From an optimization exercise on the open Yosys and OpenROAD flow, aimed at small area, a short achievable clock period and few clock cycles per item; shortcuts taken in it are not production practice.
At most, simulation tests tie the RTL to the original design; equivalence was not proved.
For run 3, only the layout was checked, not whether the RTL still works.
Power and IR drop assume default switching activity.

==> design.v <==
`timescale 1ns / 1ps
package mjtm_pkg;
  localparam int TAG_W      = 7;
  localparam int CHIP_W     = 8;
  localparam int INTERVAL_W = 9;
  localparam int KIND_W     = 3;
  localparam int STATUS_W   = 3;
  localparam int PADDR_W    = 3;
  localparam logic [INTERVAL_W-1:0] INTERVAL_RESET = 9'd128;
  localparam logic [STATUS_W-1:0] ST_ISSUED      = 3'd0;
  localparam logic [STATUS_W-1:0] ST_REG         = 3'd1;
  localparam logic [STATUS_W-1:0] ST_NONCE       = 3'd2;
  localparam logic [STATUS_W-1:0] ST_UNKNOWN_REG = 3'd3;
  localparam logic [STATUS_W-1:0] ST_STALE       = 3'd4;
endpackage
`timescale 1ns / 1ps
module mjtm_front (
  input  logic [3:0] t,
  input  logic [8:0] s,
  output logic [3:0] q,
  output logic [3:0] r
);
  logic [7:0] o;
  always_comb begin
    case ({t, s[3:0]})
      8'h00: o = 8'hf0;
      8'h10: o = 8'hf1;
      8'h20: o = 8'hf2;
      8'h30: o = 8'hf3;
      8'h40: o = 8'hf4;
      8'h50: o = 8'hf5;
      8'h60: o = 8'hf6;
      8'h70: o = 8'hf7;
      8'h80: o = 8'hf8;
      8'h90: o = 8'hf9;
      8'ha0: o = 8'hfa;
      8'hb0: o = 8'hfb;
      8'hc0: o = 8'hfc;
      8'hd0: o = 8'hfd;
      8'he0: o = 8'hfe;
      8'hf0: o = 8'hff;
      8'h01: o = 8'h00;
      8'h11: o = 8'h10;
      8'h21: o = 8'h20;
      8'h31: o = 8'h30;
      8'h41: o = 8'h40;
      8'h51: o = 8'h50;
      8'h61: o = 8'h60;
      8'h71: o = 8'h70;
      8'h81: o = 8'h80;
      8'h91: o = 8'h90;
      8'ha1: o = 8'ha0;
      8'hb1: o = 8'hb0;
      8'hc1: o = 8'hc0;
      8'hd1: o = 8'hd0;
      8'he1: o = 8'he0;
      8'hf1: o = 8'hf0;
      8'h02: o = 8'h00;
      8'h12: o = 8'h01;
      8'h22: o = 8'h10;
      8'h32: o = 8'h11;
      8'h42: o = 8'h20;
      8'h52: o = 8'h21;
      8'h62: o = 8'h30;
      8'h72: o = 8'h31;
      8'h82: o = 8'h40;
      8'h92: o = 8'h41;
      8'ha2: o = 8'h50;
      8'hb2: o = 8'h51;
      8'hc2: o = 8'h60;
      8'hd2: o = 8'h61;
      8'he2: o = 8'h70;
      8'hf2: o = 8'h71;
      8'h03: o = 8'h00;
      8'h13: o = 8'h01;
      8'h23: o = 8'h02;
      8'h33: o = 8'h10;
      8'h43: o = 8'h11;
      8'h53: o = 8'h12;
      8'h63: o = 8'h20;
      8'h73: o = 8'h21;
      8'h83: o = 8'h22;
      8'h93: o = 8'h30;
      8'ha3: o = 8'h31;
      8'hb3: o = 8'h32;
      8'hc3: o = 8'h40;
      8'hd3: o = 8'h41;
      8'he3: o = 8'h42;
      8'hf3: o = 8'h50;
      8'h04: o = 8'h00;
      8'h14: o = 8'h01;
      8'h24: o = 8'h02;
      8'h34: o = 8'h03;
      8'h44: o = 8'h10;
      8'h54: o = 8'h11;
      8'h64: o = 8'h12;
      8'h74: o = 8'h13;
      8'h84: o = 8'h20;
      8'h94: o = 8'h21;
      8'ha4: o = 8'h22;
      8'hb4: o = 8'h23;
      8'hc4: o = 8'h30;
      8'hd4: o = 8'h31;
      8'he4: o = 8'h32;
      8'hf4: o = 8'h33;
      8'h05: o = 8'h00;
      8'h15: o = 8'h01;
      8'h25: o = 8'h02;
      8'h35: o = 8'h03;
      8'h45: o = 8'h04;
      8'h55: o = 8'h10;
      8'h65: o = 8'h11;
      8'h75: o = 8'h12;
      8'h85: o = 8'h13;
      8'h95: o = 8'h14;
      8'ha5: o = 8'h20;
      8'hb5: o = 8'h21;
      8'hc5: o = 8'h22;
      8'hd5: o = 8'h23;
      8'he5: o = 8'h24;
      8'hf5: o = 8'h30;
      8'h06: o = 8'h00;
      8'h16: o = 8'h01;
      8'h26: o = 8'h02;
      8'h36: o = 8'h03;
      8'h46: o = 8'h04;
      8'h56: o = 8'h05;
      8'h66: o = 8'h10;
      8'h76: o = 8'h11;
      8'h86: o = 8'h12;
      8'h96: o = 8'h13;
      8'ha6: o = 8'h14;
      8'hb6: o = 8'h15;
      8'hc6: o = 8'h20;
      8'hd6: o = 8'h21;
      8'he6: o = 8'h22;
      8'hf6: o = 8'h23;
      8'h07: o = 8'h00;
      8'h17: o = 8'h01;
      8'h27: o = 8'h02;
      8'h37: o = 8'h03;
      8'h47: o = 8'h04;
      8'h57: o = 8'h05;
      8'h67: o = 8'h06;
      8'h77: o = 8'h10;
      8'h87: o = 8'h11;
      8'h97: o = 8'h12;
      8'ha7: o = 8'h13;
      8'hb7: o = 8'h14;
      8'hc7: o = 8'h15;
      8'hd7: o = 8'h16;
      8'he7: o = 8'h20;
      8'hf7: o = 8'h21;
      8'h08: o = 8'h00;
      8'h18: o = 8'h01;
      8'h28: o = 8'h02;
      8'h38: o = 8'h03;
      8'h48: o = 8'h04;
      8'h58: o = 8'h05;
      8'h68: o = 8'h06;
      8'h78: o = 8'h07;
      8'h88: o = 8'h10;
      8'h98: o = 8'h11;
      8'ha8: o = 8'h12;
      8'hb8: o = 8'h13;
      8'hc8: o = 8'h14;
      8'hd8: o = 8'h15;
      8'he8: o = 8'h16;
      8'hf8: o = 8'h17;
      8'h09: o = 8'h00;
      8'h19: o = 8'h01;
      8'h29: o = 8'h02;
      8'h39: o = 8'h03;
      8'h49: o = 8'h04;
      8'h59: o = 8'h05;
      8'h69: o = 8'h06;
      8'h79: o = 8'h07;
      8'h89: o = 8'h08;
      8'h99: o = 8'h10;
      8'ha9: o = 8'h11;
      8'hb9: o = 8'h12;
      8'hc9: o = 8'h13;
      8'hd9: o = 8'h14;
      8'he9: o = 8'h15;
      8'hf9: o = 8'h16;
      8'h0a: o = 8'h00;
      8'h1a: o = 8'h01;
      8'h2a: o = 8'h02;
      8'h3a: o = 8'h03;
      8'h4a: o = 8'h04;
      8'h5a: o = 8'h05;
      8'h6a: o = 8'h06;
      8'h7a: o = 8'h07;
      8'h8a: o = 8'h08;
      8'h9a: o = 8'h09;
      8'haa: o = 8'h10;
      8'hba: o = 8'h11;
      8'hca: o = 8'h12;
      8'hda: o = 8'h13;
      8'hea: o = 8'h14;
      8'hfa: o = 8'h15;
      8'h0b: o = 8'h00;
      8'h1b: o = 8'h01;
      8'h2b: o = 8'h02;
      8'h3b: o = 8'h03;
      8'h4b: o = 8'h04;
      8'h5b: o = 8'h05;
      8'h6b: o = 8'h06;
      8'h7b: o = 8'h07;
      8'h8b: o = 8'h08;
      8'h9b: o = 8'h09;
      8'hab: o = 8'h0a;
      8'hbb: o = 8'h10;
      8'hcb: o = 8'h11;
      8'hdb: o = 8'h12;
      8'heb: o = 8'h13;
      8'hfb: o = 8'h14;
      8'h0c: o = 8'h00;
      8'h1c: o = 8'h01;
      8'h2c: o = 8'h02;
      8'h3c: o = 8'h03;
      8'h4c: o = 8'h04;
      8'h5c: o = 8'h05;
      8'h6c: o = 8'h06;
      8'h7c: o = 8'h07;
      8'h8c: o = 8'h08;
      8'h9c: o = 8'h09;
      8'hac: o = 8'h0a;
      8'hbc: o = 8'h0b;
      8'hcc: o = 8'h10;
      8'hdc: o = 8'h11;
      8'hec: o = 8'h12;
      8'hfc: o = 8'h13;
      8'h0d: o = 8'h00;
      8'h1d: o = 8'h01;
      8'h2d: o = 8'h02;
      8'h3d: o = 8'h03;
      8'h4d: o = 8'h04;
      8'h5d: o = 8'h05;
      8'h6d: o = 8'h06;
      8'h7d: o = 8'h07;
      8'h8d: o = 8'h08;
      8'h9d: o = 8'h09;
      8'had: o = 8'h0a;
      8'hbd: o = 8'h0b;
      8'hcd: o = 8'h0c;
      8'hdd: o = 8'h10;
      8'hed: o = 8'h11;
      8'hfd: o = 8'h12;
      8'h0e: o = 8'h00;
      8'h1e: o = 8'h01;
      8'h2e: o = 8'h02;
      8'h3e: o = 8'h03;
      8'h4e: o = 8'h04;
      8'h5e: o = 8'h05;
      8'h6e: o = 8'h06;
      8'h7e: o = 8'h07;
      8'h8e: o = 8'h08;
      8'h9e: o = 8'h09;
      8'hae: o = 8'h0a;
      8'hbe: o = 8'h0b;
      8'hce: o = 8'h0c;
      8'hde: o = 8'h0d;
      8'hee: o = 8'h10;
      8'hfe: o = 8'h11;
      8'h0f: o = 8'h00;
      8'h1f: o = 8'h01;
      8'h2f: o = 8'h02;
      8'h3f: o = 8'h03;
      8'h4f: o = 8'h04;
      8'h5f: o = 8'h05;
      8'h6f: o = 8'h06;
      8'h7f: o = 8'h07;
      8'h8f: o = 8'h08;
      8'h9f: o = 8'h09;
      8'haf: o = 8'h0a;
      8'hbf: o = 8'h0b;
      8'hcf: o = 8'h0c;
      8'hdf: o = 8'h0d;
      8'hef: o = 8'h0e;
      8'hff: o = 8'h10;
      default: o = 8'h00;
    endcase
    if (s[8:4] != 5'd0) begin
      o = {4'h0, t};
    end
  end
  assign q = o[7:4];
  assign r = o[3:0];
endmodule
`timescale 1ns / 1ps
module mjtm_queue (
  input  logic [7:0] s,
  output logic [7:0] mul3,
  output logic [7:0] mul5,
  output logic [7:0] mul7,
  output logic [7:0] mul9,
  output logic [7:0] mul11,
  output logic [7:0] mul13,
  output logic [7:0] mul15
);
  always_comb begin
    case (s[6:0])
      7'h00: mul3 = 8'h00;
      7'h01: mul3 = 8'h03;
      7'h02: mul3 = 8'h06;
      7'h03: mul3 = 8'h09;
      7'h04: mul3 = 8'h0c;
      7'h05: mul3 = 8'h0f;
      7'h06: mul3 = 8'h12;
      7'h07: mul3 = 8'h15;
      7'h08: mul3 = 8'h18;
      7'h09: mul3 = 8'h1b;
      7'h0a: mul3 = 8'h1e;
      7'h0b: mul3 = 8'h21;
      7'h0c: mul3 = 8'h24;
      7'h0d: mul3 = 8'h27;
      7'h0e: mul3 = 8'h2a;
      7'h0f: mul3 = 8'h2d;
      7'h10: mul3 = 8'h30;
      7'h11: mul3 = 8'h33;
      7'h12: mul3 = 8'h36;
      7'h13: mul3 = 8'h39;
      7'h14: mul3 = 8'h3c;
      7'h15: mul3 = 8'h3f;
      7'h16: mul3 = 8'h42;
      7'h17: mul3 = 8'h45;
      7'h18: mul3 = 8'h48;
      7'h19: mul3 = 8'h4b;
      7'h1a: mul3 = 8'h4e;
      7'h1b: mul3 = 8'h51;
      7'h1c: mul3 = 8'h54;
      7'h1d: mul3 = 8'h57;
      7'h1e: mul3 = 8'h5a;
      7'h1f: mul3 = 8'h5d;
      7'h20: mul3 = 8'h60;
      7'h21: mul3 = 8'h63;
      7'h22: mul3 = 8'h66;
      7'h23: mul3 = 8'h69;
      7'h24: mul3 = 8'h6c;
      7'h25: mul3 = 8'h6f;
      7'h26: mul3 = 8'h72;
      7'h27: mul3 = 8'h75;
      7'h28: mul3 = 8'h78;
      7'h29: mul3 = 8'h7b;
      7'h2a: mul3 = 8'h7e;
      7'h2b: mul3 = 8'h81;
      7'h2c: mul3 = 8'h84;
      7'h2d: mul3 = 8'h87;
      7'h2e: mul3 = 8'h8a;
      7'h2f: mul3 = 8'h8d;
      7'h30: mul3 = 8'h90;
      7'h31: mul3 = 8'h93;
      7'h32: mul3 = 8'h96;
      7'h33: mul3 = 8'h99;
      7'h34: mul3 = 8'h9c;
      7'h35: mul3 = 8'h9f;
      7'h36: mul3 = 8'ha2;
      7'h37: mul3 = 8'ha5;
      7'h38: mul3 = 8'ha8;
      7'h39: mul3 = 8'hab;
      7'h3a: mul3 = 8'hae;
      7'h3b: mul3 = 8'hb1;
      7'h3c: mul3 = 8'hb4;
      7'h3d: mul3 = 8'hb7;
      7'h3e: mul3 = 8'hba;
      7'h3f: mul3 = 8'hbd;
      7'h40: mul3 = 8'hc0;
      7'h41: mul3 = 8'hc3;
      7'h42: mul3 = 8'hc6;
      7'h43: mul3 = 8'hc9;
      7'h44: mul3 = 8'hcc;
      7'h45: mul3 = 8'hcf;
      7'h46: mul3 = 8'hd2;
      7'h47: mul3 = 8'hd5;
      7'h48: mul3 = 8'hd8;
      7'h49: mul3 = 8'hdb;
      7'h4a: mul3 = 8'hde;
      7'h4b: mul3 = 8'he1;
      7'h4c: mul3 = 8'he4;
      7'h4d: mul3 = 8'he7;
      7'h4e: mul3 = 8'hea;
      7'h4f: mul3 = 8'hed;
      7'h50: mul3 = 8'hf0;
      7'h51: mul3 = 8'hf3;
      7'h52: mul3 = 8'hf6;
      7'h53: mul3 = 8'hf9;
      7'h54: mul3 = 8'hfc;
      7'h55: mul3 = 8'hff;
      7'h56: mul3 = 8'h00;
      7'h57: mul3 = 8'h00;
      7'h58: mul3 = 8'h00;
      7'h59: mul3 = 8'h00;
      7'h5a: mul3 = 8'h00;
      7'h5b: mul3 = 8'h00;
      7'h5c: mul3 = 8'h00;
      7'h5d: mul3 = 8'h00;
      7'h5e: mul3 = 8'h00;
      7'h5f: mul3 = 8'h00;
      7'h60: mul3 = 8'h00;
      7'h61: mul3 = 8'h00;
      7'h62: mul3 = 8'h00;
      7'h63: mul3 = 8'h00;
      7'h64: mul3 = 8'h00;
      7'h65: mul3 = 8'h00;
      7'h66: mul3 = 8'h00;
      7'h67: mul3 = 8'h00;
      7'h68: mul3 = 8'h00;
      7'h69: mul3 = 8'h00;
      7'h6a: mul3 = 8'h00;
      7'h6b: mul3 = 8'h00;
      7'h6c: mul3 = 8'h00;
      7'h6d: mul3 = 8'h00;
      7'h6e: mul3 = 8'h00;
      7'h6f: mul3 = 8'h00;
      7'h70: mul3 = 8'h00;
      7'h71: mul3 = 8'h00;
      7'h72: mul3 = 8'h00;
      7'h73: mul3 = 8'h00;
      7'h74: mul3 = 8'h00;
      7'h75: mul3 = 8'h00;
      7'h76: mul3 = 8'h00;
      7'h77: mul3 = 8'h00;
      7'h78: mul3 = 8'h00;
      7'h79: mul3 = 8'h00;
      7'h7a: mul3 = 8'h00;
      7'h7b: mul3 = 8'h00;
      7'h7c: mul3 = 8'h00;
      7'h7d: mul3 = 8'h00;
      7'h7e: mul3 = 8'h00;
      7'h7f: mul3 = 8'h00;
      default: mul3 = '0;
    endcase
  end
  always_comb begin
    case (s[5:0])
      6'h00: mul5 = 8'h00;
      6'h01: mul5 = 8'h05;
      6'h02: mul5 = 8'h0a;
      6'h03: mul5 = 8'h0f;
      6'h04: mul5 = 8'h14;
      6'h05: mul5 = 8'h19;
      6'h06: mul5 = 8'h1e;
      6'h07: mul5 = 8'h23;
      6'h08: mul5 = 8'h28;
      6'h09: mul5 = 8'h2d;
      6'h0a: mul5 = 8'h32;
      6'h0b: mul5 = 8'h37;
      6'h0c: mul5 = 8'h3c;
      6'h0d: mul5 = 8'h41;
      6'h0e: mul5 = 8'h46;
      6'h0f: mul5 = 8'h4b;
      6'h10: mul5 = 8'h50;
      6'h11: mul5 = 8'h55;
      6'h12: mul5 = 8'h5a;
      6'h13: mul5 = 8'h5f;
      6'h14: mul5 = 8'h64;
      6'h15: mul5 = 8'h69;
      6'h16: mul5 = 8'h6e;
      6'h17: mul5 = 8'h73;
      6'h18: mul5 = 8'h78;
      6'h19: mul5 = 8'h7d;
      6'h1a: mul5 = 8'h82;
      6'h1b: mul5 = 8'h87;
      6'h1c: mul5 = 8'h8c;
      6'h1d: mul5 = 8'h91;
      6'h1e: mul5 = 8'h96;
      6'h1f: mul5 = 8'h9b;
      6'h20: mul5 = 8'ha0;
      6'h21: mul5 = 8'ha5;
      6'h22: mul5 = 8'haa;
      6'h23: mul5 = 8'haf;
      6'h24: mul5 = 8'hb4;
      6'h25: mul5 = 8'hb9;
      6'h26: mul5 = 8'hbe;
      6'h27: mul5 = 8'hc3;
      6'h28: mul5 = 8'hc8;
      6'h29: mul5 = 8'hcd;
      6'h2a: mul5 = 8'hd2;
      6'h2b: mul5 = 8'hd7;
      6'h2c: mul5 = 8'hdc;
      6'h2d: mul5 = 8'he1;
      6'h2e: mul5 = 8'he6;
      6'h2f: mul5 = 8'heb;
      6'h30: mul5 = 8'hf0;
      6'h31: mul5 = 8'hf5;
      6'h32: mul5 = 8'hfa;
      6'h33: mul5 = 8'hff;
      6'h34: mul5 = 8'h00;
      6'h35: mul5 = 8'h00;
      6'h36: mul5 = 8'h00;
      6'h37: mul5 = 8'h00;
      6'h38: mul5 = 8'h00;
      6'h39: mul5 = 8'h00;
      6'h3a: mul5 = 8'h00;
      6'h3b: mul5 = 8'h00;
      6'h3c: mul5 = 8'h00;
      6'h3d: mul5 = 8'h00;
      6'h3e: mul5 = 8'h00;
      6'h3f: mul5 = 8'h00;
      default: mul5 = '0;
    endcase
  end
  always_comb begin
    case (s[5:0])
      6'h00: mul7 = 8'h00;
      6'h01: mul7 = 8'h07;
      6'h02: mul7 = 8'h0e;
      6'h03: mul7 = 8'h15;
      6'h04: mul7 = 8'h1c;
      6'h05: mul7 = 8'h23;
      6'h06: mul7 = 8'h2a;
      6'h07: mul7 = 8'h31;
      6'h08: mul7 = 8'h38;
      6'h09: mul7 = 8'h3f;
      6'h0a: mul7 = 8'h46;
      6'h0b: mul7 = 8'h4d;
      6'h0c: mul7 = 8'h54;
      6'h0d: mul7 = 8'h5b;
      6'h0e: mul7 = 8'h62;
      6'h0f: mul7 = 8'h69;
      6'h10: mul7 = 8'h70;
      6'h11: mul7 = 8'h77;
      6'h12: mul7 = 8'h7e;
      6'h13: mul7 = 8'h85;
      6'h14: mul7 = 8'h8c;
      6'h15: mul7 = 8'h93;
      6'h16: mul7 = 8'h9a;
      6'h17: mul7 = 8'ha1;
      6'h18: mul7 = 8'ha8;
      6'h19: mul7 = 8'haf;
      6'h1a: mul7 = 8'hb6;
      6'h1b: mul7 = 8'hbd;
      6'h1c: mul7 = 8'hc4;
      6'h1d: mul7 = 8'hcb;
      6'h1e: mul7 = 8'hd2;
      6'h1f: mul7 = 8'hd9;
      6'h20: mul7 = 8'he0;
      6'h21: mul7 = 8'he7;
      6'h22: mul7 = 8'hee;
      6'h23: mul7 = 8'hf5;
      6'h24: mul7 = 8'hfc;
      6'h25: mul7 = 8'h00;
      6'h26: mul7 = 8'h00;
      6'h27: mul7 = 8'h00;
      6'h28: mul7 = 8'h00;
      6'h29: mul7 = 8'h00;
      6'h2a: mul7 = 8'h00;
      6'h2b: mul7 = 8'h00;
      6'h2c: mul7 = 8'h00;
      6'h2d: mul7 = 8'h00;
      6'h2e: mul7 = 8'h00;
      6'h2f: mul7 = 8'h00;
      6'h30: mul7 = 8'h00;
      6'h31: mul7 = 8'h00;
      6'h32: mul7 = 8'h00;
      6'h33: mul7 = 8'h00;
      6'h34: mul7 = 8'h00;
      6'h35: mul7 = 8'h00;
      6'h36: mul7 = 8'h00;
      6'h37: mul7 = 8'h00;
      6'h38: mul7 = 8'h00;
      6'h39: mul7 = 8'h00;
      6'h3a: mul7 = 8'h00;
      6'h3b: mul7 = 8'h00;
      6'h3c: mul7 = 8'h00;
      6'h3d: mul7 = 8'h00;
      6'h3e: mul7 = 8'h00;
      6'h3f: mul7 = 8'h00;
      default: mul7 = '0;
    endcase
  end
  always_comb begin
    case (s[4:0])
      5'h00: mul9 = 8'h00;
      5'h01: mul9 = 8'h09;
      5'h02: mul9 = 8'h12;
      5'h03: mul9 = 8'h1b;
      5'h04: mul9 = 8'h24;
      5'h05: mul9 = 8'h2d;
      5'h06: mul9 = 8'h36;
      5'h07: mul9 = 8'h3f;
      5'h08: mul9 = 8'h48;
      5'h09: mul9 = 8'h51;
      5'h0a: mul9 = 8'h5a;
      5'h0b: mul9 = 8'h63;
      5'h0c: mul9 = 8'h6c;
      5'h0d: mul9 = 8'h75;
      5'h0e: mul9 = 8'h7e;
      5'h0f: mul9 = 8'h87;
      5'h10: mul9 = 8'h90;
      5'h11: mul9 = 8'h99;
      5'h12: mul9 = 8'ha2;
      5'h13: mul9 = 8'hab;
      5'h14: mul9 = 8'hb4;
      5'h15: mul9 = 8'hbd;
      5'h16: mul9 = 8'hc6;
      5'h17: mul9 = 8'hcf;
      5'h18: mul9 = 8'hd8;
      5'h19: mul9 = 8'he1;
      5'h1a: mul9 = 8'hea;
      5'h1b: mul9 = 8'hf3;
      5'h1c: mul9 = 8'hfc;
      5'h1d: mul9 = 8'h00;
      5'h1e: mul9 = 8'h00;
      5'h1f: mul9 = 8'h00;
      default: mul9 = '0;
    endcase
  end
  always_comb begin
    case (s[4:0])
      5'h00: mul11 = 8'h00;
      5'h01: mul11 = 8'h0b;
      5'h02: mul11 = 8'h16;
      5'h03: mul11 = 8'h21;
      5'h04: mul11 = 8'h2c;
      5'h05: mul11 = 8'h37;
      5'h06: mul11 = 8'h42;
      5'h07: mul11 = 8'h4d;
      5'h08: mul11 = 8'h58;
      5'h09: mul11 = 8'h63;
      5'h0a: mul11 = 8'h6e;
      5'h0b: mul11 = 8'h79;
      5'h0c: mul11 = 8'h84;
      5'h0d: mul11 = 8'h8f;
      5'h0e: mul11 = 8'h9a;
      5'h0f: mul11 = 8'ha5;
      5'h10: mul11 = 8'hb0;
      5'h11: mul11 = 8'hbb;
      5'h12: mul11 = 8'hc6;
      5'h13: mul11 = 8'hd1;
      5'h14: mul11 = 8'hdc;
      5'h15: mul11 = 8'he7;
      5'h16: mul11 = 8'hf2;
      5'h17: mul11 = 8'hfd;
      5'h18: mul11 = 8'h00;
      5'h19: mul11 = 8'h00;
      5'h1a: mul11 = 8'h00;
      5'h1b: mul11 = 8'h00;
      5'h1c: mul11 = 8'h00;
      5'h1d: mul11 = 8'h00;
      5'h1e: mul11 = 8'h00;
      5'h1f: mul11 = 8'h00;
      default: mul11 = '0;
    endcase
  end
  always_comb begin
    case (s[4:0])
      5'h00: mul13 = 8'h00;
      5'h01: mul13 = 8'h0d;
      5'h02: mul13 = 8'h1a;
      5'h03: mul13 = 8'h27;
      5'h04: mul13 = 8'h34;
      5'h05: mul13 = 8'h41;
      5'h06: mul13 = 8'h4e;
      5'h07: mul13 = 8'h5b;
      5'h08: mul13 = 8'h68;
      5'h09: mul13 = 8'h75;
      5'h0a: mul13 = 8'h82;
      5'h0b: mul13 = 8'h8f;
      5'h0c: mul13 = 8'h9c;
      5'h0d: mul13 = 8'ha9;
      5'h0e: mul13 = 8'hb6;
      5'h0f: mul13 = 8'hc3;
      5'h10: mul13 = 8'hd0;
      5'h11: mul13 = 8'hdd;
      5'h12: mul13 = 8'hea;
      5'h13: mul13 = 8'hf7;
      5'h14: mul13 = 8'h00;
      5'h15: mul13 = 8'h00;
      5'h16: mul13 = 8'h00;
      5'h17: mul13 = 8'h00;
      5'h18: mul13 = 8'h00;
      5'h19: mul13 = 8'h00;
      5'h1a: mul13 = 8'h00;
      5'h1b: mul13 = 8'h00;
      5'h1c: mul13 = 8'h00;
      5'h1d: mul13 = 8'h00;
      5'h1e: mul13 = 8'h00;
      5'h1f: mul13 = 8'h00;
      default: mul13 = '0;
    endcase
  end
  always_comb begin
    case (s[4:0])
      5'h00: mul15 = 8'h00;
      5'h01: mul15 = 8'h0f;
      5'h02: mul15 = 8'h1e;
      5'h03: mul15 = 8'h2d;
      5'h04: mul15 = 8'h3c;
      5'h05: mul15 = 8'h4b;
      5'h06: mul15 = 8'h5a;
      5'h07: mul15 = 8'h69;
      5'h08: mul15 = 8'h78;
      5'h09: mul15 = 8'h87;
      5'h0a: mul15 = 8'h96;
      5'h0b: mul15 = 8'ha5;
      5'h0c: mul15 = 8'hb4;
      5'h0d: mul15 = 8'hc3;
      5'h0e: mul15 = 8'hd2;
      5'h0f: mul15 = 8'he1;
      5'h10: mul15 = 8'hf0;
      5'h11: mul15 = 8'hff;
      5'h12: mul15 = 8'h00;
      5'h13: mul15 = 8'h00;
      5'h14: mul15 = 8'h00;
      5'h15: mul15 = 8'h00;
      5'h16: mul15 = 8'h00;
      5'h17: mul15 = 8'h00;
      5'h18: mul15 = 8'h00;
      5'h19: mul15 = 8'h00;
      5'h1a: mul15 = 8'h00;
      5'h1b: mul15 = 8'h00;
      5'h1c: mul15 = 8'h00;
      5'h1d: mul15 = 8'h00;
      5'h1e: mul15 = 8'h00;
      5'h1f: mul15 = 8'h00;
      default: mul15 = '0;
    endcase
  end
endmodule
`timescale 1ns / 1ps
module mining_job_tag_result_matcher_core #(
  parameter int JOB_SLOTS = 128
) (
  input  logic                              clk,
  input  logic                              rst,
  input  logic                              in_valid,
  output logic                              in_ready,
  input  logic                              action,
  input  logic [31:0]                       job_version,
  input  logic                              nonce_resp,
  input  logic [31:0]                       frame_word,
  input  logic [7:0]                        frame_addr_byte,
  input  logic [7:0]                        frame_tag_byte,
  input  logic [15:0]                       frame_version,
  output logic                              out_valid,
  input  logic                              out_ready,
  output logic [mjtm_pkg::STATUS_W-1:0]     status,
  output logic [mjtm_pkg::TAG_W-1:0]        tag,
  output logic [mjtm_pkg::CHIP_W-1:0]       chip_index,
  output logic [mjtm_pkg::KIND_W-1:0]       register_kind,
  output logic [31:0]                       data_word,
  output logic [31:0]                       full_version,
  input  logic                              psel,
  input  logic                              penable,
  input  logic                              pwrite,
  input  logic [mjtm_pkg::PADDR_W-1:0]      paddr,
  input  logic [31:0]                       pwdata,
  output logic [31:0]                       prdata,
  output logic                              pready
);
  logic [8:0]  spacing;
  logic [8:0]  spacing_n;     
  logic        sp_wr;
  assign pready = 1'b1;
  assign sp_wr  = psel && penable && pwrite && !paddr[2];
  always_ff @(posedge clk) begin
    if (rst) begin
      spacing   <= mjtm_pkg::INTERVAL_RESET;
      spacing_n <= ~mjtm_pkg::INTERVAL_RESET;
    end else if (sp_wr) begin
      spacing   <= pwdata[8:0];
      spacing_n <= ~pwdata[8:0];
    end
  end
  assign prdata = paddr[2] ? 32'd0 : {23'd0, ~spacing_n};
  logic [8:0]  sf;            
  logic [7:0]  mul3, mul5, mul7, mul9, mul11, mul13, mul15;
  logic [7:0]  t_mul3, t_mul5, t_mul7, t_mul9, t_mul11, t_mul13, t_mul15;
  logic [15:1] mbig;          
  logic        sp_hold;       
  mjtm_queue u_mul (
    .s     (spacing[7:0]),
    .mul3  (t_mul3),
    .mul5  (t_mul5),
    .mul7  (t_mul7),
    .mul9  (t_mul9),
    .mul11 (t_mul11),
    .mul13 (t_mul13),
    .mul15 (t_mul15)
  );
  always_ff @(posedge clk) begin
    sf    <= spacing;
    mul3  <= t_mul3;
    mul5  <= t_mul5;
    mul7  <= t_mul7;
    mul9  <= t_mul9;
    mul11 <= t_mul11;
    mul13 <= t_mul13;
    mul15 <= t_mul15;
    for (int m = 1; m < 16; m++) begin
      mbig[m] <= spacing >= 9'((256 + m - 1) / m);
    end
    sp_hold <= rst || sp_wr;
  end
  logic [7:0] mval [16];
  always_comb begin
    mval[0]  = 8'd0;
    mval[1]  = sf[7:0];
    mval[2]  = {sf[6:0], 1'b0};
    mval[3]  = mul3;
    mval[4]  = {sf[5:0], 2'b00};
    mval[5]  = mul5;
    mval[6]  = {mul3[6:0], 1'b0};
    mval[7]  = mul7;
    mval[8]  = {sf[4:0], 3'b000};
    mval[9]  = mul9;
    mval[10] = {mul5[6:0], 1'b0};
    mval[11] = mul11;
    mval[12] = {mul3[5:0], 2'b00};
    mval[13] = mul13;
    mval[14] = {mul7[6:0], 1'b0};
    mval[15] = mul15;
  end
  logic adv;
  logic acc;
  logic v1, v2;
  assign adv      = !out_valid || out_ready;
  assign in_ready = adv && !sp_hold;
  assign acc      = in_valid && in_ready;
  always_ff @(posedge clk) begin
    if (rst) begin
      v1        <= 1'b0;
      v2        <= 1'b0;
      out_valid <= 1'b0;
    end else if (adv) begin
      v1        <= acc;
      v2        <= v1;
      out_valid <= v2;
    end
  end
  logic [3:0]  next_slot;
  logic [3:0]  issue_slot;
  logic [15:0] slot_valid;
  logic        a_issue;       
  logic        a_nonce;       
  logic        a_reg;         
  logic [3:0]  a_tag;
  logic [2:0]  a_kind;
  logic [7:0]  a_dvd;
  logic        a_hit;
  assign issue_slot = next_slot + 4'd3;
  assign a_hit      = slot_valid[frame_tag_byte[7:4]];
  assign a_issue    = !action;
  assign a_nonce    = action && nonce_resp;
  assign a_tag      = action ? frame_tag_byte[7:4] : issue_slot;
  assign a_dvd      = nonce_resp ? frame_word[24:17] : frame_addr_byte;
  always_comb begin
    a_reg  = 1'b0;
    a_kind = '0;
    if (action && !nonce_resp) begin
      if (frame_tag_byte == 8'h4C) begin
        a_reg = 1'b1;
      end else if (frame_tag_byte >= 8'h88 && frame_tag_byte <= 8'h8C) begin
        a_reg  = 1'b1;
        a_kind = frame_tag_byte[2:0] + 3'd1;
      end
    end
  end
  always_ff @(posedge clk) begin
    if (rst) begin
      next_slot  <= '0;
      slot_valid <= '0;
    end else if (acc && !action) begin
      next_slot              <= issue_slot;
      slot_valid[issue_slot] <= 1'b1;
    end
  end
  logic [3:0] a_qh;
  logic [3:0] a_rh;
  mjtm_front u_front (
    .t (a_dvd[7:4]),
    .s (sf),
    .q (a_qh),
    .r (a_rh)
  );
  logic [15:1] a_loge;
  always_comb begin
    for (int m = 1; m < 16; m++) begin
      a_loge[m] = a_dvd[3:0] >= mval[m][3:0];
    end
  end
  logic        s1_issue;
  logic        s1_nonce;
  logic        s1_reg;
  logic        s1_hit;
  logic [3:0]  s1_tag;
  logic [2:0]  s1_kind;
  logic [31:0] s1_word;       
  logic [15:0] s1_fver;
  logic [3:0]  s1_qh;
  logic [3:0]  s1_rh;
  logic [15:1] s1_loge;
  always_ff @(posedge clk) begin
    if (adv) begin
      s1_issue <= a_issue;
      s1_nonce <= a_nonce;
      s1_reg   <= a_reg;
      s1_hit   <= a_hit;
      s1_tag   <= a_tag;
      s1_kind  <= a_kind;
      s1_word  <= action ? frame_word : job_version;
      s1_fver  <= frame_version;
      s1_qh    <= a_qh;
      s1_rh    <= a_rh;
      s1_loge  <= a_loge;
    end
  end
  logic s1_nhit;              
  logic s1_div;               
  assign s1_nhit = s1_nonce && s1_hit;
  assign s1_div  = s1_reg || s1_nhit;
  logic [15:1] b_ge;
  always_comb begin
    for (int m = 1; m < 16; m++) begin
      b_ge[m] = s1_div && !mbig[m] &&
                ((s1_rh > mval[m][7:4]) || ((s1_rh == mval[m][7:4]) && s1_loge[m]));
    end
  end
  logic [3:0] b_ql;
  assign b_ql[3] = b_ge[8];
  assign b_ql[2] = (b_ge[4] & !b_ge[8]) | b_ge[12];
  assign b_ql[1] = (b_ge[2] & !b_ge[4]) | (b_ge[6] & !b_ge[8]) |
                   (b_ge[10] & !b_ge[12]) | b_ge[14];
  assign b_ql[0] = (b_ge[1] & !b_ge[2]) | (b_ge[3] & !b_ge[4]) |
                   (b_ge[5] & !b_ge[6]) | (b_ge[7] & !b_ge[8]) |
                   (b_ge[9] & !b_ge[10]) | (b_ge[11] & !b_ge[12]) |
                   (b_ge[13] & !b_ge[14]) | b_ge[15];
  logic        s2_issue;
  logic        s2_nonce;
  logic        s2_reg;
  logic        s2_nhit;
  logic        s2_div;
  logic [15:0] s2_sel;        
  logic [2:0]  s2_kind;
  logic [31:0] s2_word;
  logic [15:0] s2_fver;
  logic [3:0]  s2_qh;
  logic [3:0]  s2_ql;
  always_ff @(posedge clk) begin
    if (adv) begin
      s2_issue <= s1_issue;
      s2_nonce <= s1_nonce;
      s2_reg   <= s1_reg;
      s2_nhit  <= s1_nhit;
      s2_div   <= s1_div;
      for (int i = 0; i < 16; i++) begin
        s2_sel[i] <= (s1_issue || s1_nonce) && (s1_tag == 4'(i));
      end
      s2_kind  <= s1_kind;
      s2_word  <= s1_word;
      s2_fver  <= s1_fver;
      s2_qh    <= s1_div ? s1_qh : 4'd0;
      s2_ql    <= b_ql;
    end
  end
  logic [2:0] s2_status;
  always_comb begin
    if (s2_issue) begin
      s2_status = mjtm_pkg::ST_ISSUED;
    end else if (s2_reg) begin
      s2_status = mjtm_pkg::ST_REG;
    end else if (s2_nhit) begin
      s2_status = mjtm_pkg::ST_NONCE;
    end else if (s2_nonce) begin
      s2_status = mjtm_pkg::ST_STALE;
    end else begin
      s2_status = mjtm_pkg::ST_UNKNOWN_REG;
    end
  end
  logic [31:0] version_mem [16];
  logic [31:0] s2_rd;
  logic [3:0]  s2_tag;
  always_comb begin
    s2_rd  = '0;
    s2_tag = '0;
    for (int i = 0; i < 16; i++) begin
      s2_rd  = s2_rd | ({32{s2_sel[i]}} & version_mem[i]);
      s2_tag = s2_tag | ({4{s2_sel[i]}} & 4'(i));
    end
  end
  always_ff @(posedge clk) begin
    for (int i = 0; i < 16; i++) begin
      if (adv && v2 && s2_issue && s2_sel[i]) begin
        version_mem[i] <= s2_word;
      end
    end
  end
  always_ff @(posedge clk) begin
    if (adv) begin
      status        <= s2_status;
      tag           <= {s2_tag, 3'b000};
      register_kind <= s2_kind;
      chip_index    <= {s2_qh, s2_ql};
      data_word     <= s2_div ? s2_word : 32'd0;
      full_version  <= s2_nhit ? (s2_rd | {3'b000, s2_fver, 13'b0}) : 32'd0;
    end
  end
endmodule
==> run.sh <==
#!/bin/bash
# synth_recipe.tcl (not shown) runs the flow's synth.tcl, then flattens the netlist and writes it again
# the make line also repeats each setting of config.mk as NAME=value (left out here)
make -C /OpenROAD-flow-scripts/flow DESIGN_CONFIG=/design/flow/config.mk WORK_HOME=/design/flow/orfs CLKGATE_MAP_FILE= SYNTH_SCRIPT=/design/flow/synth_recipe.tcl finish
==> config.mk <==
export PLATFORM = sky130hd
export DESIGN_NAME = mining_job_tag_result_matcher_core
export DESIGN_NICKNAME = mining_job_tag_result_matcher_core
export VERILOG_FILES = /design/flow/design.v
export SDC_FILE = /design/flow/constraint.sdc
export NUM_CORES = 4
export LEC_CHECK = 0
export ABC_CLOCK_PERIOD_IN_PS = 2000
export CAP_MARGIN = 20
export CORE_MARGIN = 2
export CORE_UTILIZATION = 65
export CTS_CLUSTER_DIAMETER = 100
export CTS_CLUSTER_SIZE = 30
export SETUP_SLACK_MARGIN = 1.95
export SLEW_MARGIN = 20
export TNS_END_PERCENT = 20
==> constraint.sdc <==
create_clock -name core_clock -period 4.0 [get_ports {clk}]
set_input_delay 0.8000 -clock core_clock [delete_from_list [all_inputs] [get_ports {clk}]]
set_output_delay 0.8000 -clock core_clock [all_outputs]
set_load 0.01 [all_outputs]
==> key figures, run 1 <==
GRT
  • Initial antenna violation count: 2
  • First-pass GRT wire length: 135200 um
  • Vias in the first global route: 22210
  • Largest net degree at the start of global routing: 154
  • Gr usage total: 0.3190
  • GR Overflow Total: 0

Synth
  • Synth area leader: edfxtp_1
  • Post-synthesis register bit count: 878
  • Unique masters post-synth: 77
  • Yosys warns: 5
  • Synthesized area: 36050 um2
  • Cells after synthesis: 2528
  • Synth area leaders: edfxtp_1 63%, dfxtp_1 6.8%, ha_1 5.1%, a22oi_1 3.1%, a21oi_1 1.9%
  • Area share of the largest cell type after synthesis: 0.6297
  • Synth Flop Type: edfxtp_1
  • Async SR Flop Fraction: 0
  • Syn avg cell area: 14.26 um2
  • Post-synth EDFFs: 756
  • Seq/Total Area, Yosys: 0.6975

Power and ir drop
  • Switching power share of the total: 0.2282
  • Leak: 14.97 nW
  • Internal power: 12.56 mW
  • Clock group share of total power: 0.272
  • Switch Pwr: 3.714 mW
  • Share of power burned in registers: 0.641
  • Design Power: 16.28 mW
  • Max VDD drop: 0.3380 mV
  • Pwr Density: 397.1 nW/um2
  • Logic gate share of total power: 0.087

Critical path
  • R2r setup slk: 1.76 ns
  • Critical Path RT: 3.20 ns
  • R2r startpoint: spacing[1]
  • Setup crit end kind: output port
  • Worst Setup Start Kind: flip-flop
  • Slowest CP cell: edfxtp_1
  • Worst R2R Path Depth: 7
  • WP buf/inv: 1
  • Cell Chain, Critical Path: dlygate4sd2_1
  • Crit path kind: flip-flop to output port
  • Max stage delay on crit path: 0.49 ns
  • Arrival time worst endpoint: 1.45 ns
  • Critical R2R Capture: mul7[6]
  • Max Fanout on Critical Path: 1
  • Delay-heaviest family, CP: flip-flops

Final layout
  • Inserted Diodes: 0
  • Non-Filler Instances: 3515
  • Fillers: 3534
  • Storage cell area: 25160 um2
  • Commonest non-fill, non-tap cells in the layout: 756 x edfxtp_1, 151 x a22oi_1, 136 x nand2_1, 136 x ha_1, 129 x a21oi_1
  • Max reg flops: 512
  • Post-route cell area: 41000 um2
  • Area of the multi-input gates: 10510 um2
  • Layout area overhead: 13.72%
  • Most common cell after layout, fill and taps aside: edfxtp_1
  • Most flop-heavy register: version_mem
  • # nets final: 3043
  • Share of cells above drive strength 1: 0.1222

Clock network
  • Htree depth: 2
  • CTS sink count: 878
  • Worst skew pair latency: 0.61 ns
  • CTS tree: done
  • Root Driver: clkbuf_16
  • Reg clk slew, reported paths: 0.11 ns
  • Hold-fix buffers at CTS: 0
  • CTS Buf Count: 36
  • CTS Buffer Depth: 3

Worst hold path
  • Hold Path Sink: s2_fver[0]
  • HP Class: flip-flop to flip-flop
  • Min-delay src: s1_fver[0]
  • Worst hold stages: 0

Place
  • Placed instance count: 3388
  • Placer Congestion: 0.9197
  • IO buf count: 207
  • Hpwl dp: 53040 um
  • Placed inst area: 38810 um2

Routing
  • Antenna violation net count after detailed routing: 0
  • Final wirelength: 93190 um
  • Iteration count of the initial detailed-routing pass: 6
  • Vias per Instance: 6.517
  • Total number of vias: 22910
  • DRT iter0 DRCs: 3055
  • Post-DR wirelength/cell: 26.51 um
  • DRC viols: 0

Floorplanning
  • # IOs: 260
  • Die width: 239.5 um
  • Rows: 86
  • Total die area: 57360 um2
  • Initial Util: 0.6556
  • Chip height: 239.5 um
  • Core area: 54990 um2

STA
  • Setup-failing EPs final: 0
  • Skew final: 0.02414 ns
  • Setup TNS: 0 ns
  • Worst slew pin tran: 1.143 ns
  • Max Slew Vio Count: 0
  • Max Fclk: 444.3 MHz
  • Final Hold Fails: 0
  • RSZ-0062 raised after global routing: true
  • Headroom to the max-slew limit: 0.2379
  • Final worst-path cycle share: 0.5627
  • Crit path time final: 2.251 ns

Status
  • Run status: timing/DRC/antenna clean

Job
  • Max Cap Viol: 0
==> cells in the mapped netlist, types with 11 or more instances <==
| cell type | count |
|---|---|
| nor2_1 | 114 |
| nor2b_1 | 32 |
| mux2_2 | 38 |
| o211ai_1 | 16 |
| dfxtp_1 | 122 |
| a221oi_1 | 45 |
| a22o_1 | 40 |
| o22ai_1 | 14 |
| a222oi_1 | 17 |
| nand3_1 | 58 |
| o21ai_0 | 97 |
| xnor2_1 | 11 |
| nor3_1 | 35 |
| and2_1 | 52 |
| buf_1 | 16 |
| nand2_1 | 137 |
| inv_1 | 75 |
| o21a_1 | 39 |
| nand4_1 | 35 |
| buf_4 | 28 |
| buf_2 | 14 |
| edfxtp_1 | 756 |
| ha_1 | 148 |
| a31oi_1 | 12 |
| a21oi_1 | 135 |
| nand2b_1 | 50 |
| clkbuf_1 | 105 |
| a22oi_1 | 151 |
==> area by class of cell <==
| type | count | share of cell area |
|---|---|---|
| Inverter | 79 | 0.007752 |
| Multi-Input combinational cell | 1443 | 0.2563 |
| Sequential cell | 878 | 0.6138 |
| Timing Repair Buffer | 317 | 0.07404 |
| Clock inverter | 6 | 0.002564 |
| Tap cell | 748 | 0.02283 |
| Clock buffer | 44 | 0.02271 |
==> how the worst max path moves through the flow <==
stage | cells past startpoint | endpoint | startpoint | slack [ns]
2_1_floorplan | 5 | version_mem[10][0] | out_ready | -1.79
3_5_place_dp | 7 | s1_rh[1] | nonce_resp | 0.43
3_3_place_gp | 7 | s1_rh[1] | nonce_resp | 0.48
4_1_cts | 1 | data_word[0] | data_word[0] | 1.69
6_report | 1 | data_word[14] | data_word[14] | 1.75
5_1_grt | 1 | chip_index[0] | chip_index[0] | 1.71
==> through the flow <==
step	utilization	hold slack, ns	setup slack [ns]
finish	0.7456	0.4165	1.749
global placement	0.7049	0.4017	0.4755
CTS	0.7339	0.4290	1.692
global route	0.7456	0.4324	1.708
detailed placement	0.7058	0.4045	0.4281
floorplan	-	0.3290	-1.794
==> worst reg2reg max path, delay by kind of cell (launching register included) <==
family	cells	cell delay, ns
adder cells (fa/ha/maj)	2	0.73
AO/OA/AOI/OAI	2	0.37
AND/OR/NAND/NOR	1	0.33
buffers and inverters	2	0.38
flip-flops	1	0.33
==> what timing repair did <==
action	4_1_cts	5_1_grt
cloned	11	6
setup buffers	40	20
pin swaps	16	34
setup endpoints to repair	914	849
resized for setup	177	121
==> routing by layer <==
layer | GRT usage | share of wire | vias up
met4 | 0.1140 | 0.041 | 0
met5 | 0 | 0 | -
li1 | - | - | 10110
met3 | 0.04621 | 0.088 | 198
met1 | 0.4264 | 0.38 | 11360
met2 | 0.5384 | 0.49 | 1240
==> cell families (layout without fill, tap and decap cells) <==
kind of cell	Yosys count	count (layout)	synth area share
DFF	878	878	0.6975
AOI/OAI and AO/OA	634	634	0.1212
and+or+nand+nor	544	559	0.07493
buffers and inverters	248	446	0.03030
adders and majority gates	148	148	0.05137
muxes	58	59	0.02062
xor gates and xnor gates	16	16	0.003887
other	2	27	0.0002083
==> power groups by stage <==
stage          registers (mW)  logic (mW)  clock network (mW)
6_report                 10.4        1.42                4.42
5_1_grt                  10.5        1.55                4.75
4_1_cts                  10.4        1.34                4.48
3_5_place_dp             10.7        1.25                   0
3_3_place_gp             10.7        1.20                   0
2_1_floorplan            10.6       0.771                   0
Testbench counts, summed over its fixed seeds: cycles 3,232, items 3,200.
==> run 2: changes to the inputs <==
==> flow/run.sh (new file) <==
#!/bin/bash
# Standard synthesis, then the standard layout with port buffers of
# sky130_fd_sc_hd__buf_2 and no dummy loads in the clock tree.
set -euo pipefail
bash standard.sh synth > synth.log 2>&1
bash standard.sh \
  "BUFFER_PORTS_ARGS=-buffer_cell sky130_fd_sc_hd__buf_2" \
  "CTS_ARGS=-sink_clustering_enable -repair_clock_nets -dont_use_dummy_load -sink_clustering_size 30 -sink_clustering_max_diameter 100" \
  finish > layout.log 2>&1
==> standard.sh (new file) <==
#!/bin/bash
# synth_recipe.tcl (not shown) runs the flow's synth.tcl, then flattens the netlist and writes it again
# the make line also repeats each setting of config.mk as NAME=value (left out here)
make -C /OpenROAD-flow-scripts/flow DESIGN_CONFIG=/design/flow/config.mk WORK_HOME=/design/flow/orfs CLKGATE_MAP_FILE= SYNTH_SCRIPT=/design/flow/synth_recipe.tcl "${@:-finish}"
removed: run.sh
==> key figures, run 2 <==
Place
  • Placer Congestion: 0.9098 (-1.1%)
  • IO buf count: 207 (unchanged)
  • Hpwl dp: 53280 um (+0.46%)

STA
  • RSZ-0062 raised after global routing: true
  • Max Slew Vio Count: 0 (unchanged)
  • Worst slew pin tran: 1.042 ns (-0.1011 ns)
  • Final worst-path cycle share: 0.5570 (-0.005755)
  • Setup-failing EPs final: 0 (unchanged)
  • Headroom to the max-slew limit: 0.3053 (+0.06743)
  • Crit path time final: 2.228 ns (-0.02302 ns)
  • Final Hold Fails: 0 (unchanged)
  • Skew final: 0.06040 ns (+0.03627 ns)
  • Max Fclk: 448.8 MHz (+1.0%)

Routing
  • Antenna violation net count after detailed routing: 0 (unchanged)
  • Post-DR wirelength/cell: 26.15 um (-1.4%)
  • Iteration count of the initial detailed-routing pass: 7 (+1)
  • Total number of vias: 22610 (-1.3%)
  • DRT iter0 DRCs: 2749 (-10%)
  • Vias per Instance: 6.458 (-0.91%)
  • Final wirelength: 91560 um (-1.7%)
  • DRC viols: 0 (unchanged)

Synth
  • Synth area leader: edfxtp_1
  • Largest family of logic cells by synthesized area: compound AO/OA/AOI/OAI gates
  • Synth area leaders: edfxtp_1 63%, dfxtp_1 6.8%, ha_1 5.1%, a22oi_1 3.1%, a21oi_1 1.9%
  • Compound-cell area share of the yosys netlist: 0.1212 (unchanged)
  • Synth Area in Adders: 0.05137 (unchanged)
  • Yosys warns: 5 (unchanged)
  • Post-synth EDFFs: 756 (unchanged)
  • Unique masters post-synth: 77 (unchanged)
  • Post-synth top cells: 756 x edfxtp_1, 151 x a22oi_1, 148 x ha_1
  • Mux cell area share after synthesis: 0.02062 (unchanged)
  • Synthesized area: 36050 um2 (unchanged)
  • Post-synthesis register bit count: 878 (unchanged)
  • Synth Flop Type: edfxtp_1
  • Area share of xor/xnor cells in the synthesized design: 0.003887 (unchanged)
  • Simple-gate area share of the yosys netlist: 0.07493 (unchanged)
  • Syn avg cell area: 14.26 um2 (unchanged)
  • Async SR Flop Fraction: 0 (unchanged)
  • Cells after synthesis: 2528 (unchanged)
  • Area share of the largest cell type after synthesis: 0.6297 (unchanged)
  • Seq/Total Area, Yosys: 0.6975 (unchanged)
  • Most numerous cell in the Yosys netlist: edfxtp_1

Floorplanning
  • Initial Util: 0.6556 (unchanged)
  • Total die area: 57360 um2 (unchanged)
  • Rows: 86 (unchanged)
  • # IOs: 260 (unchanged)
  • Core area: 54990 um2 (unchanged)
  • Chip height: 239.5 um (unchanged)
  • Die width: 239.5 um (unchanged)

GRT
  • First-pass GRT wire length: 134300 um (-0.61%)
  • Initial antenna violation count: 1 (-1)
  • GR Overflow Total: 0 (unchanged)
  • Largest net degree at the start of global routing: 150 (-2.6%)
  • Gr usage total: 0.3177 (-0.001326)
  • Vias in the first global route: 21800 (-1.8%)

Critical path
  • WP buf/inv: 1 (unchanged)
  • Crit path kind: flip-flop to flip-flop
  • Worst R2R Path Depth: 4 (-3)
  • Critical R2R Capture: full_version[26]
  • Delay-heaviest family, CP: flip-flops
  • R2r setup slk: 1.77 ns (about the same)
  • Worst Setup Start Kind: flip-flop
  • Critical Path RT: 4.38 ns (+1.18 ns)
  • Worst setup startpoint: s2_sel[5]
  • Setup crit end kind: flip-flop
  • Levels on crit path: 4 (+3)
  • R2r startpoint: s2_sel[5]
  • Max stage delay on crit path: 0.76 ns (+0.27 ns)
  • Arrival time worst endpoint: 2.61 ns (+1.16 ns)
  • Cell Chain, Critical Path: buf_4 -> a222oi_1 -> nand4_1 -> o21a_1
  • Worst setup path end: full_version[26]
  • Slowest CP cell: edfxtp_1
  • Max Fanout on Critical Path: 22 (+21)

Clock network
  • Htree depth: 2 (unchanged)
  • Root Driver: clkbuf_16
  • CTS Buf Count: 36 (unchanged)
  • CTS tree: done
  • CTS Buffer Depth: 3 (unchanged)
  • Hold-fix buffers at CTS: 0 (unchanged)
  • Worst skew pair latency: 0.62 ns (about the same)
  • CTS sink count: 878 (unchanged)
  • Reg clk slew, reported paths: 0.12 ns (about the same)

Power and ir drop
  • Design Power: 15.97 mW (-1.9%)
  • Pwr Density: 400.4 nW/um2 (+0.83%)
  • Max VDD drop: 0.3319 mV (-1.8%)
  • Leak: 14.25 nW (-4.8%)

Worst hold path
  • HP Class: primary input to flip-flop

Final layout
  • Commonest non-fill, non-tap cells in the layout: 756 x edfxtp_1, 206 x buf_2, 151 x a22oi_1, 137 x nand2_1
  • Layout area overhead: 10.63%
  • Share of cells above drive strength 1: 0.1840 (+0.06185)
  • # nets final: 3040 (-0.099%)
  • Most flop-heavy register: version_mem
  • Max reg flops: 512 (unchanged)
  • Fillers: 3678 (+4.1%)
  • Final Core Density: 0.7253 (-0.02023)
  • Most common cell after layout, fill and taps aside: edfxtp_1

Status
  • Run status: timing/DRC/antenna clean

Job
  • Max Cap Viol: 0 (unchanged)
run 2: cell types whose count changed in the layout (fill, tap and decap cells not counted), moves of 4 or more:
| cell | before | now |
|---|---|---|
| buf_6 | 5 | 11 |
| ha_1 | 136 | 130 |
| buf_4 | 92 | 88 |
| buf_2 | 13 | 206 |
| nor2_2 | 6 | 1 |
| dlymetal6s2s_1 | 33 | 0 |
| nor2b_1 | 26 | 30 |
| and2_4 | 25 | 14 |
| dlygate4sd2_1 | 56 | 0 |
| inv_16 | 4 | 0 |
| clkbuf_1 | 8 | 0 |
| nor2_1 | 108 | 113 |
| clkdlybuf4s50_1 | 102 | 0 |
run 2: cells by family (layout without fill, tap and decap cells):
kind of cell	count (synthesis)	in the layout
AOI/OAI and AO/OA	634	634
muxes	58	59
DFF	878	878
and+or+nand+nor	544	551
adders and majority gates	148	148
other	2	30
xor gates and xnor gates	16	16
buffers and inverters	248	437
run 2: stage by stage:
stage / hold slack, ns / cells / setup TNS [ns] / cell area (um2) / setup WS, ns
6_report: 0.3563 / 3501 / 0 / 39880 / 1.772
5_1_grt: 0.3428 / 3499 / 0 / 39880 / 1.736
4_1_cts: 0.3380 / 3486 / 0 / 39650 / 1.767
3_5_place_dp: 0.4045 / 3398 / 0 / 37890 / 0.6914
3_3_place_gp: 0.4016 / 3398 / 0 / 37890 / 0.7994
2_1_floorplan: 0.3290 / 2553 / -1190.19 / 36190 / -1.794
run 2: final cells by class:
cell class	instances	area, um2	area share
Timing Repair Buffer	322	2153	0.05399
Tap cell	748	935.9	0.02347
Sequential cell	878	25160	0.6308
Clock buffer	36	900.9	0.02259
Multi-Input combinational cell	1435	10420	0.2612
Antenna cell	3	7.507	0.0001882
Inverter	79	310.3	0.007780
run 2: metal layers:
metal	GRT usage	part of all wire
met5	0	0
met1	0.4339	0.39
met2	0.5332	0.49
met3	0.03780	0.087
met4	0.1112	0.034
run 2: power by group:
group / leakage [nW] / internal (mW) / switching (mW)
Combinational: 5.46 / 0.549 / 0.784
Sequential: 8.35 / 10.2 / 0.235
Clock: 0.444 / 1.63 / 2.57
Total: 14.2 / 12.4 / 3.59
run 2: how the worst min path moves through the flow:
stage	from	to	slack [ns]	depth (start not counted)
final	frame_version[9]	s1_fver[9]	0.36	1
after global placement	s2_kind[2]	register_kind[2]	0.40	0
after global routing	frame_version[4]	s1_fver[4]	0.34	1
after detailed placement	s2_ql[1]	chip_index[1]	0.40	0
after CTS	frame_version[15]	s1_fver[15]	0.34	1
after floorplan	spacing[3]	sf[3]	0.33	0
run 2: what timing repair did:
action / CTS / global route
endpoints found under the setup margin: 801 / 566
resized for setup: 90 / 26
endpoints found under the hold margin: 0 / 0
gates cloned: 8 / 1
buffers inserted: 44 / 11
pin swaps: 27 / 5
==> run 3: changes to the inputs <==
--- a/design.v
+++ b/design.v
@@ -815,19 +815,17 @@
   end
   logic adv;
   logic acc;
-  logic v1, v2;
+  logic v1;
   assign adv      = !out_valid || out_ready;
   assign in_ready = adv && !sp_hold;
   assign acc      = in_valid && in_ready;
   always_ff @(posedge clk) begin
     if (rst) begin
       v1        <= 1'b0;
-      v2        <= 1'b0;
       out_valid <= 1'b0;
     end else if (adv) begin
       v1        <= acc;
-      v2        <= v1;
-      out_valid <= v2;
+      out_valid <= v1;
     end
   end
   logic [3:0]  next_slot;
@@ -885,7 +883,7 @@
   logic        s1_nonce;
   logic        s1_reg;
   logic        s1_hit;
-  logic [3:0]  s1_tag;
+  logic [15:0] s1_sel;        
   logic [2:0]  s1_kind;
   logic [31:0] s1_word;       
   logic [15:0] s1_fver;
@@ -898,7 +896,9 @@
       s1_nonce <= a_nonce;
       s1_reg   <= a_reg;
       s1_hit   <= a_hit;
-      s1_tag   <= a_tag;
+      for (int i = 0; i < 16; i++) begin
+        s1_sel[i] <= (a_issue || a_nonce) && (a_tag == 4'(i));
+      end
       s1_kind  <= a_kind;
       s1_word  <= action ? frame_word : job_version;
       s1_fver  <= frame_version;
@@ -938,22 +938,18 @@
   logic [15:0] s2_fver;
   logic [3:0]  s2_qh;
   logic [3:0]  s2_ql;
-  always_ff @(posedge clk) begin
-    if (adv) begin
-      s2_issue <= s1_issue;
-      s2_nonce <= s1_nonce;
-      s2_reg   <= s1_reg;
-      s2_nhit  <= s1_nhit;
-      s2_div   <= s1_div;
-      for (int i = 0; i < 16; i++) begin
-        s2_sel[i] <= (s1_issue || s1_nonce) && (s1_tag == 4'(i));
-      end
-      s2_kind  <= s1_kind;
-      s2_word  <= s1_word;
-      s2_fver  <= s1_fver;
-      s2_qh    <= s1_div ? s1_qh : 4'd0;
-      s2_ql    <= b_ql;
-    end
+  always_comb begin
+    s2_issue = s1_issue;
+    s2_nonce = s1_nonce;
+    s2_reg   = s1_reg;
+    s2_nhit  = s1_nhit;
+    s2_div   = s1_div;
+    s2_sel   = s1_sel;
+    s2_kind  = s1_kind;
+    s2_word  = s1_word;
+    s2_fver  = s1_fver;
+    s2_qh    = s1_div ? s1_qh : 4'd0;
+    s2_ql    = b_ql;
   end
   logic [2:0] s2_status;
   always_comb begin
@@ -982,7 +978,7 @@
   end
   always_ff @(posedge clk) begin
     for (int i = 0; i < 16; i++) begin
-      if (adv && v2 && s2_issue && s2_sel[i]) begin
+      if (adv && v1 && s2_issue && s2_sel[i]) begin
         version_mem[i] <= s2_word;
       end
     end
==> run.sh (new file) <==
#!/bin/bash
# synth_recipe.tcl (not shown) runs the flow's synth.tcl, then flattens the netlist and writes it again
# the make line also repeats each setting of config.mk as NAME=value (left out here)
make -C /OpenROAD-flow-scripts/flow DESIGN_CONFIG=/design/flow/config.mk WORK_HOME=/design/flow/orfs CLKGATE_MAP_FILE= SYNTH_SCRIPT=/design/flow/synth_recipe.tcl finish
removed: flow/run.sh
removed: standard.sh
==> key figures, run 3 <==
Place
  • IO buf count: 207 (unchanged)
  • Placer Congestion: 0.9046 (-0.57%)
  • Hpwl dp: 50530 um (-5.2%)
  • Placed instance count: 3243 (-4.6%)

Routing
  • DRC viols: 0 (unchanged)
  • Iteration count of the initial detailed-routing pass: 8 (+1)
  • Antenna violation net count after detailed routing: 0 (unchanged)
  • Post-DR wirelength/cell: 26.68 um (+2.0%)
  • DRT iter0 DRCs: 2949 (+7.3%)
  • Total number of vias: 22280 (-1.5%)
  • Final wirelength: 90160 um (-1.5%)
  • Vias per Instance: 6.594 (+2.1%)

Clock network
  • CTS sink count: 809 (-7.9%)
  • Reg clk slew, reported paths: 0.11 ns (about the same)
  • Worst skew pair latency: 0.60 ns (-0.02 ns)
  • CTS Buf Count: 34 (-5.6%)
  • CTS Buffer Depth: 3 (unchanged)
  • CTS tree: done
  • Hold-fix buffers at CTS: 0 (unchanged)
  • Htree depth: 2 (unchanged)
  • Root Driver: clkbuf_16

Critical path
  • Cell Chain, Critical Path: clkinvlp_4 -> ha_4 -> buf_2 -> buf_4 -> or3_1 -> a21oi_1 -> a311oi_1 -> nor2_1 -> o21ai_1
  • Arrival time worst endpoint: 2.50 ns (-0.11 ns)
  • Critical Path RT: 4.34 ns (-0.04 ns)
  • Crit path kind: flip-flop to flip-flop
  • Delay-heaviest family, CP: buffers and inverters
  • Max stage delay on crit path: 0.40 ns (-0.36 ns)
  • Max Fanout on Critical Path: 5 (-77%)
  • WP buf/inv: 3 (+2)
  • Worst Setup Start Kind: flip-flop
  • Slowest CP cell: dfxtp_4
  • R2r setup slk: 1.84 ns (+0.07 ns)
  • Setup crit end kind: flip-flop

Synth
  • Seq/Total Area, Yosys: 0.6789 (-0.01863)
  • Most numerous cell in the Yosys netlist: edfxtp_1
  • Area share of the largest cell type after synthesis: 0.6076 (-0.02212)
  • Cells after synthesis: 2446 (-3.2%)
  • Post-synth top cells: 688 x edfxtp_1, 148 x ha_1, 139 x nor2_1
  • Synth Flop Type: edfxtp_1
  • Async SR Flop Fraction: 0 (unchanged)
  • Post-synth EDFFs: 688 (-9.0%)
  • Synth area leaders: edfxtp_1 61%, dfxtp_1 7.1%, ha_1 5.4%, a22oi_1 2.9%, a21oi_1 1.8%
  • Yosys warns: 5 (unchanged)
  • Synthesized area: 34000 um2 (-5.7%)
  • Synth area leader: edfxtp_1
  • Unique masters post-synth: 78 (+1.3%)
  • Syn avg cell area: 13.90 um2 (-2.5%)
  • Post-synthesis register bit count: 809 (-7.9%)

STA
  • Worst slew pin tran: 0.7786 ns (-0.2635 ns)
  • Crit path time final: 2.163 ns (-0.06509 ns)
  • Setup-failing EPs final: 0 (unchanged)
  • Hold_ws: 0.4344 ns (+0.07810 ns)
  • Setup TNS: 0 ns (unchanged)
  • Headroom to the max-slew limit: 0.4790 (+0.1737)
  • RSZ-0062 raised after global routing: true
  • Final Hold Fails: 0 (unchanged)
  • Final worst-path cycle share: 0.5407 (-0.01627)
  • Max Fclk: 462.4 MHz (+3.0%)
  • Skew final: 0.03188 ns (-0.02852 ns)
  • Max Slew Vio Count: 0 (unchanged)

Job
  • Max Cap Viol: 0 (unchanged)

Floorplanning
  • Total die area: 54160 um2 (-5.6%)
  • Rows: 83 (-3.5%)
  • # IOs: 260 (unchanged)
  • Chip height: 232.7 um (-2.8%)
  • Initial Util: 0.6601 (+0.004477)
  • Core area: 51510 um2 (-6.3%)
  • Die width: 232.7 um (-2.8%)

GRT
  • Vias in the first global route: 21530 (-1.2%)
  • Gr usage total: 0.3281 (+0.01042)
  • GR Overflow Total: 0 (unchanged)
  • Initial antenna violation count: 1 (unchanged)
  • Largest net degree at the start of global routing: 115 (-23%)
  • First-pass GRT wire length: 131500 um (-2.1%)

Final layout
  • Commonest non-fill, non-tap cells in the layout: 688 x edfxtp_1, 134 x nor2_1, 131 x a22oi_1, 124 x ha_1, 115 x nand2_1
  • Fillers: 3185 (-13%)
  • Most common cell after layout, fill and taps aside: edfxtp_1
  • # nets final: 2975 (-2.1%)
  • Final Core Density: 0.7618 (+0.03644)
  • Non-Filler Instances: 3379 (-3.5%)
  • Max reg flops: 512 (unchanged)
  • Most flop-heavy register: version_mem
  • Inserted Diodes: 0 (-3)
  • Layout area overhead: 15.40%
  • Share of cells above drive strength 1: 0.1452 (-0.03876)

Power and ir drop
  • Pwr Density: 391.4 nW/um2 (-2.2%)
  • Max VDD drop: 0.3749 mV (+13%)
  • Design Power: 15.36 mW (-3.8%)
  • Leak: 14.32 nW (+0.51%)

Status
  • Run status: timing/DRC/antenna clean

Worst hold path
  • HP Class: flip-flop to flip-flop
run 3: changes by cell type in the layout (fill, tap and decap cells not counted), sizes merged, moves of 35 or more:
| cell | change |
|---|---|
| clkdlybuf4s50 | +101 |
| o21a | -35 |
| and2 | -37 |
| dlygate4sd2 | +48 |
| edfxtp | -68 |
| buf | -165 |
| dlymetal6s2s | +40 |
run 3: timing repair:
| item | CTS | global route |
|---|---|---|
| cloned | 2 | 1 |
| endpoints found under the hold margin | 0 | 0 |
| pin swaps | 32 | 29 |
| gates resized for setup | 232 | 152 |
| buffers inserted | 62 | 23 |
| endpoints found under the setup margin | 777 | 559 |
run 3: where the power goes:
group | switching [mW] | internal (mW)
Clock | 2.52 | 1.71
Combinational | 0.855 | 0.698
Sequential | 0.211 | 9.37
run 3: worst register-to-register path, stage by stage (launching register included):
cell and delay (ns):
dfxtp_4 0.40, clkinvlp_4 0.15, ha_4 0.22, buf_2 0.19, buf_4 0.16, or3_1 0.37
a21oi_1 0.18, a311oi_1 0.07, nor2_1 0.10, o21ai_1 0.07
run 3: cells by family (layout without fill, tap and decap cells):
| group | count (synthesis) | count (layout) | share of synthesized area |
|---|---|---|---|
| multiplexers | 69 | 69 | 0.02447 |
| flip-flops | 809 | 809 | 0.6789 |
| AND/OR/NAND/NOR | 519 | 520 | 0.07547 |
| adder cells (fa/ha/maj) | 148 | 148 | 0.05446 |
| AO/OA/AOI/OAI | 624 | 624 | 0.1284 |
| buffers and inverters | 257 | 484 | 0.03327 |
| other | 2 | 27 | 0.0002209 |
| XOR/XNOR | 18 | 18 | 0.004858 |
run 3: cell type report:
cell class / instances / area [um2] / share of cell area
timing repair buffer: 350 / 3291 / 0.08386
sequential: 809 / 23100 / 0.5887
clock inverter: 7 / 128.9 / 0.003284
clock buffer: 41 / 887.1 / 0.02261
inverter: 86 / 360.3 / 0.009183
tap: 680 / 850.8 / 0.02168
multi-input combinational: 1406 / 10620 / 0.2707
run 3: path summary, 6_finish.rpt:
| path | from | endpoint | cells after the start |
|---|---|---|---|
| hold / removal | s1_kind[2] | register_kind[2] | 0 |
| setup / recovery | sf[1] | s1_qh[0] | 9 |
| setup reg to reg | sf[1] | s1_qh[0] | 9 |
| hold reg to reg | s1_kind[2] | register_kind[2] | 0 |
run 3: stage by stage:
step                area [um2]  worst slack (ns)
floorplan                34150           -0.6963
global placement         36690            0.4084
detailed placement       36700            0.4181
CTS                      38540             1.699
global route             39240             1.710
finish                   39240             1.837
run 3: routing by layer:
layer,track usage,part of all wire
met1,0.4393,0.38
met2,0.5586,0.50
met3,0.04301,0.091
met5,0,0.00013
met4,0.1113,0.034

separate check: timing with driven ports:
In the flow no input, the clock included, has a driving cell. The finished layouts below were timed again as built, in two steps. Step 1 sets driving cells, clkbuf_16 on the clock port and buf_2 on the other inputs (assumed; they add their load-dependent delay and slew). Step 2 adds t to the input delays and takes it off the output delays; t is the mean of the earliest and latest rising clock arrival at the registers after step 1. Input paths then give back, and output paths get back, about the clock's delay inside the block. Three values: ideal, step 1, step 2; two values: the first two.
| run | shift t [ns] | setup slack, ns | latest minus earliest clock arrival (ns) | pins driven straight from the clock port |
|---|---|---|---|---|
| run 1 | 0.665 | 1.749 / 1.687 / 1.164 | 0.030 / 0.030 | 1 |
| run 2 | 0.645 | 1.772 / 1.729 / 1.332 | 0.084 / 0.084 | 1 |
| run 3 | 0.651 | 1.837 / 1.784 / 1.313 | 0.034 / 0.034 | 1 |
After both steps setup and hold are still met in every run listed. The setup slack of run 1, which loses most, moves by -0.062 ns with the drivers and by -0.585 ns with both steps.
